Background: an optimization exercise with open tools, aiming at small area, a short achievable clock period and few clock cycles per item. Do not read the settings as production practice.
At most, simulation tests tie the RTL to the original design; equivalence was not proved.
Power and IR drop assume default switching activity. No driver is modelled on the clock port, so clocking that relies on it looks cheaper here than on a real chip.

== north ==
// delayed_event_flag_table_unit
module delayed_event_flag_table_unit (
    input  logic                              i_clk,
    input  logic                              i_rst_n,
    input  logic                              i_cfg_we,
    input  logic [defet_pkg::CFG_IDX_W-1:0]   i_cfg_idx,
    input  logic [defet_pkg::CFG_DATA_W-1:0]  i_cfg_data,
    input  logic                              i_in_valid,
    output logic                              o_in_stall,
    input  logic [1:0]                        i_func,
    input  logic [defet_pkg::ID_W-1:0]        i_event_id,
    input  logic [defet_pkg::TIME_W-1:0]      i_now_time,
    output logic                              o_out_valid,
    input  logic                              i_out_stall,
    output logic                              o_delivered,
    output logic                              o_in_range
);
Size in the first run: ~2200 cells after synthesis, roughly 93 I/O pins.
export LEC_CHECK = 0
export CAP_MARGIN = 20
export CORE_MARGIN = 2
export CORE_UTILIZATION = 40
export CTS_CLUSTER_DIAMETER = 80
export CTS_CLUSTER_SIZE = 24
export SETUP_SLACK_MARGIN = 4.5
export SLEW_MARGIN = 20
create_clock -name core_clock -period 7.0 [get_ports {i_clk}]
run.sh (not shown) runs the stock make flow with config.mk's settings and CLKGATE_MAP_FILE= SYNTH_SCRIPT=/design/flow/synth_recipe.tcl, a recipe that flattens the netlist after the stock synthesis.
north reached the end of the flow, and the finished layout is clean on the timing, DRC and antenna checks.
Modified inputs, east compared to north
==> flow/flow/run.sh (new file) <==
#!/bin/bash
# The standard layout (the standard.sh: ORFS from the standard synthesis to
# the final layout), with two changes:
#  - the port buffers are sky130_fd_sc_hd__buf_2 cells instead of the delay
#    buffers that buffer_ports picks by default;
#  - clock tree synthesis adds no dummy loads.
# ORFS's own logs stay under orfs/logs; make's output goes to flow.log.
set -euo pipefail
export BUFFER_PORTS_ARGS="-buffer_cell sky130_fd_sc_hd__buf_2"
export CTS_ARGS="-sink_clustering_enable -repair_clock_nets -dont_use_dummy_load"
bash standard.sh > flow.log 2>&1
==> flow/standard.sh (new file) <==
#!/bin/bash
# synth_recipe.tcl (not shown) runs the flow's synth.tcl, then flattens the netlist and writes it again
# the make line also repeats each setting of config.mk as NAME=value (left out here)
make -C /OpenROAD-flow-scripts/flow DESIGN_CONFIG=/design/flow/config.mk WORK_HOME=/design/flow/orfs CLKGATE_MAP_FILE= SYNTH_SCRIPT=/design/flow/synth_recipe.tcl "${@:-finish}"
removed: flow/run.sh
--- outcome ---
Delta (east minus north): power drawn by the combinational cells down about 5%, global-route usage over all layers up 0.51 points, combinational share of power down 1.5 points. The flow completed for east, but it is not clean: the layout still shows max-slew violations. Utilization is higher on east. Compared with north, in east slew at the pin with the worst max-slew slack shows an increase of 540 ps; post-route worst setup slack rose 30 ps; total clock buffers created by CTS has increased.
Function was not checked in any run of this note: the RTL went through the layout flow alone.

delayed_event_flag_table_unit, a different RTL version from the one above (not shown whole).
Size: roughly 2100 cells after synthesis, roughly 790 flip-flops, roughly 30000 um2 of cells after synthesis.
export LEC_CHECK = 0
export CAP_MARGIN = 20
export CORE_MARGIN = 2
export CORE_UTILIZATION = 62
export CTS_CLUSTER_DIAMETER = 100
export CTS_CLUSTER_SIZE = 30
export SETUP_SLACK_MARGIN = 4.6
export SLEW_MARGIN = 20
create_clock -name core_clock -period 7.0 [get_ports {i_clk}]
standard.sh (not shown) runs the stock make flow with config.mk's settings and CLKGATE_MAP_FILE= SYNTH_SCRIPT=/design/flow/synth_recipe.tcl, a recipe that flattens the netlist after the stock synthesis.
==> flow/flow/run.sh <==
#!/bin/bash
# The standard layout (the standard.sh: ORFS from the standard synthesis to
# the final layout), with two changes:
#  - the port buffers are sky130_fd_sc_hd__buf_2 cells instead of the delay
#    buffers that buffer_ports picks by default;
#  - clock tree synthesis adds no dummy loads (CTS_ARGS replaces ORFS's
#    argument list, so it repeats the clustering settings of config.mk).
# ORFS's own logs stay under orfs/logs; make's output goes to flow.log.
set -euo pipefail
export BUFFER_PORTS_ARGS="-buffer_cell sky130_fd_sc_hd__buf_2"
export CTS_ARGS="-sink_clustering_enable -repair_clock_nets -dont_use_dummy_load -sink_clustering_size 30 -sink_clustering_max_diameter 100"
bash standard.sh > flow.log 2>&1
Testbench counts at the start, summed over its fixed seeds: cycles 25,683, items 24,000.
Edit:
Settings changed: CORE_UTILIZATION 62 to 55, SETUP_SLACK_MARGIN 4.6 to 4.7.
Clock-buffer cell count is unchanged.
Design area rose by 2.2%.
Fmax decreases by 1.1%.
Sequential power is about the same.
Worst setup slack gets worse by 0.028 ns.
Cell count climbs by 3.6%.
Clock skew came out lower by 0.024 ns.
Die area grows by 12%.
Synthesized area does not change.
Edit:
Settings changed: SETUP_SLACK_MARGIN 4.7 to 4.6.
Result:
- register-to-register slack is about the same
- global-route usage hardly moves
- wire length stays flat
- power decreases slightly
- sequential share of layout area increases by 0.69 points
- synthesized cell count is unchanged
- final area decreases slightly
- setup slack hardly moves
- critical path depth does not change
Edit:
==> flow/flow/run.sh (replaced) <==
#!/bin/bash
# The standard layout (the standard.sh: ORFS from the standard synthesis to
# the final layout), with three changes:
#  - the port buffers are sky130_fd_sc_hd__buf_2 cells instead of the delay
#    buffers that buffer_ports picks by default;
#  - clock tree synthesis builds from clkbuf_8 cells only and adds no dummy loads (CTS_ARGS replaces ORFS's
#    argument list, so it repeats the clustering settings of config.mk).
# ORFS's own logs stay under orfs/logs; make's output goes to flow.log.
set -euo pipefail
export BUFFER_PORTS_ARGS="-buffer_cell sky130_fd_sc_hd__buf_2"
export CTS_ARGS="-sink_clustering_enable -repair_clock_nets -dont_use_dummy_load -sink_clustering_size 16 -sink_clustering_max_diameter 60 -buf_list sky130_fd_sc_hd__clkbuf_8"
bash standard.sh > flow.log 2>&1
Settings changed: CTS_BUF_LIST set to sky130_fd_sc_hd__clkbuf_8, CTS_CLUSTER_DIAMETER 100 to 60, CTS_CLUSTER_SIZE 30 to 16.
Design area falls by 0.59%.
Wire length decreases by 0.63%.
Via count is about the same.

Setup of trial 48:
delayed_event_flag_table_unit, a different RTL version from the one above (not shown whole).
For scale: about 2200 cells after synthesis, roughly 93 I/O pins, roughly 31000 um^2 of cells after synthesis.
==> flow/config.mk <==
export PLATFORM = sky130hd
export DESIGN_NAME = delayed_event_flag_table_unit
export DESIGN_NICKNAME = delayed_event_flag_table_unit
export VERILOG_FILES = /design/flow/design.v
export SDC_FILE = /design/flow/constraint.sdc
export NUM_CORES = 4
export LEC_CHECK = 0
export ABC_CLOCK_PERIOD_IN_PS = 2500
export CAP_MARGIN = 20
export CORE_MARGIN = 2
export CORE_UTILIZATION = 40
export CTS_CLUSTER_DIAMETER = 100
export CTS_CLUSTER_SIZE = 30
export SETUP_SLACK_MARGIN = 4.5
export SLEW_MARGIN = 20
==> flow/constraint.sdc <==
create_clock -name core_clock -period 7.0 [get_ports {i_clk}]
set_input_delay 1.4000 -clock core_clock [delete_from_list [all_inputs] [get_ports {i_clk}]]
set_output_delay 1.4000 -clock core_clock [all_outputs]
set_load 0.01 [all_outputs]
==> flow/flow/run.sh <==
#!/bin/bash
# The standard layout (the standard.sh: ORFS from the standard synthesis to
# the final layout), with two changes:
#  - the port buffers are sky130_fd_sc_hd__buf_2 cells instead of the delay
#    buffers that buffer_ports picks by default;
#  - clock tree synthesis adds no dummy loads (CTS_ARGS replaces ORFS's
#    argument list, so it repeats the clustering settings of config.mk).
# ORFS's own logs stay under orfs/logs; make's output goes to flow.log.
set -euo pipefail
export BUFFER_PORTS_ARGS="-buffer_cell sky130_fd_sc_hd__buf_2"
export CTS_ARGS="-sink_clustering_enable -repair_clock_nets -dont_use_dummy_load -sink_clustering_size 30 -sink_clustering_max_diameter 100"
bash standard.sh > flow.log 2>&1
Trial 48: full flow OK, the timing, DRC and antenna checks passed
#### Input delta (build 79 over trial 48)
- ABC_CLOCK_PERIOD_IN_PS removed (was 2500)
Results
Changes observed in build 79 relative to trial 48: area after synthesis stayed essentially flat; global-route met2 utilization stayed essentially flat; power consumption stayed essentially flat; standard cell core area stayed essentially flat.
Reported for trial 48 and build 79, sum of negative setup slack turned out identical to the last digit.
On clock power, build 79 tracks trial 48 almost exactly.
Trial 48 -> build 79: tightest hold margin delta 0, exact match
No functional check of the RTL was part of any run of this note.

[separate check: timing with driven ports]
No port has a modelled driver above. Below, the same layouts with a new extraction and two added sets of constraints.
Step 1, drivers: a clkbuf_16 drives i_clk and a buf_2 each remaining input, both assumed.
Step 2 moves the port delays by t, midway between the first and last clock arrival at a register: inputs arrive t later, outputs are due t later. That takes back most of the time a late clock gives input paths.
a / b / c = no drivers / after step 1 / after step 2; a / b = the first two.
| run | t, ns | slack for setup (ns) | hold WS [ns] | clock arrival spread, ns | worst data-port slew with drivers (ns) |
|---|---|---|---|---|---|
| north | 0.664 | 3.725 / 3.725 / 3.725 | 0.375 / 0.375 / 0.375 | 0.056 / 0.056 | 0.08 |
| east | 0.664 | 3.755 / 3.755 / 3.755 | 0.359 / 0.359 / 0.359 | 0.085 / 0.085 | 0.10 |
| the first run of note 2 | 0.653 | 4.528 / 4.467 / 4.061 | 0.351 / 0.351 / 0.351 | 0.098 / 0.097 | 0.05 |
| the second run of note 2 | 0.690 | 4.500 / 4.439 / 3.969 | 0.363 / 0.363 / 0.363 | 0.045 / 0.045 | 0.04 |
| the third run of note 2 | 0.685 | 4.501 / 4.441 / 4.008 | 0.363 / 0.363 / 0.363 | 0.036 / 0.036 | 0.04 |
| the fourth run of note 2 | 0.735 | 4.443 / 4.390 / 3.978 | 0.337 / 0.337 / 0.337 | 0.088 / 0.088 | 0.05 |
| trial 48 | 0.667 | 4.147 / 4.160 / 3.492 | 0.333 / 0.333 / 0.333 | 0.068 / 0.067 | 0.09 |
| build 79 | 0.667 | 4.147 / 4.160 / 3.492 | 0.333 / 0.333 / 0.333 | 0.068 / 0.067 | 0.09 |
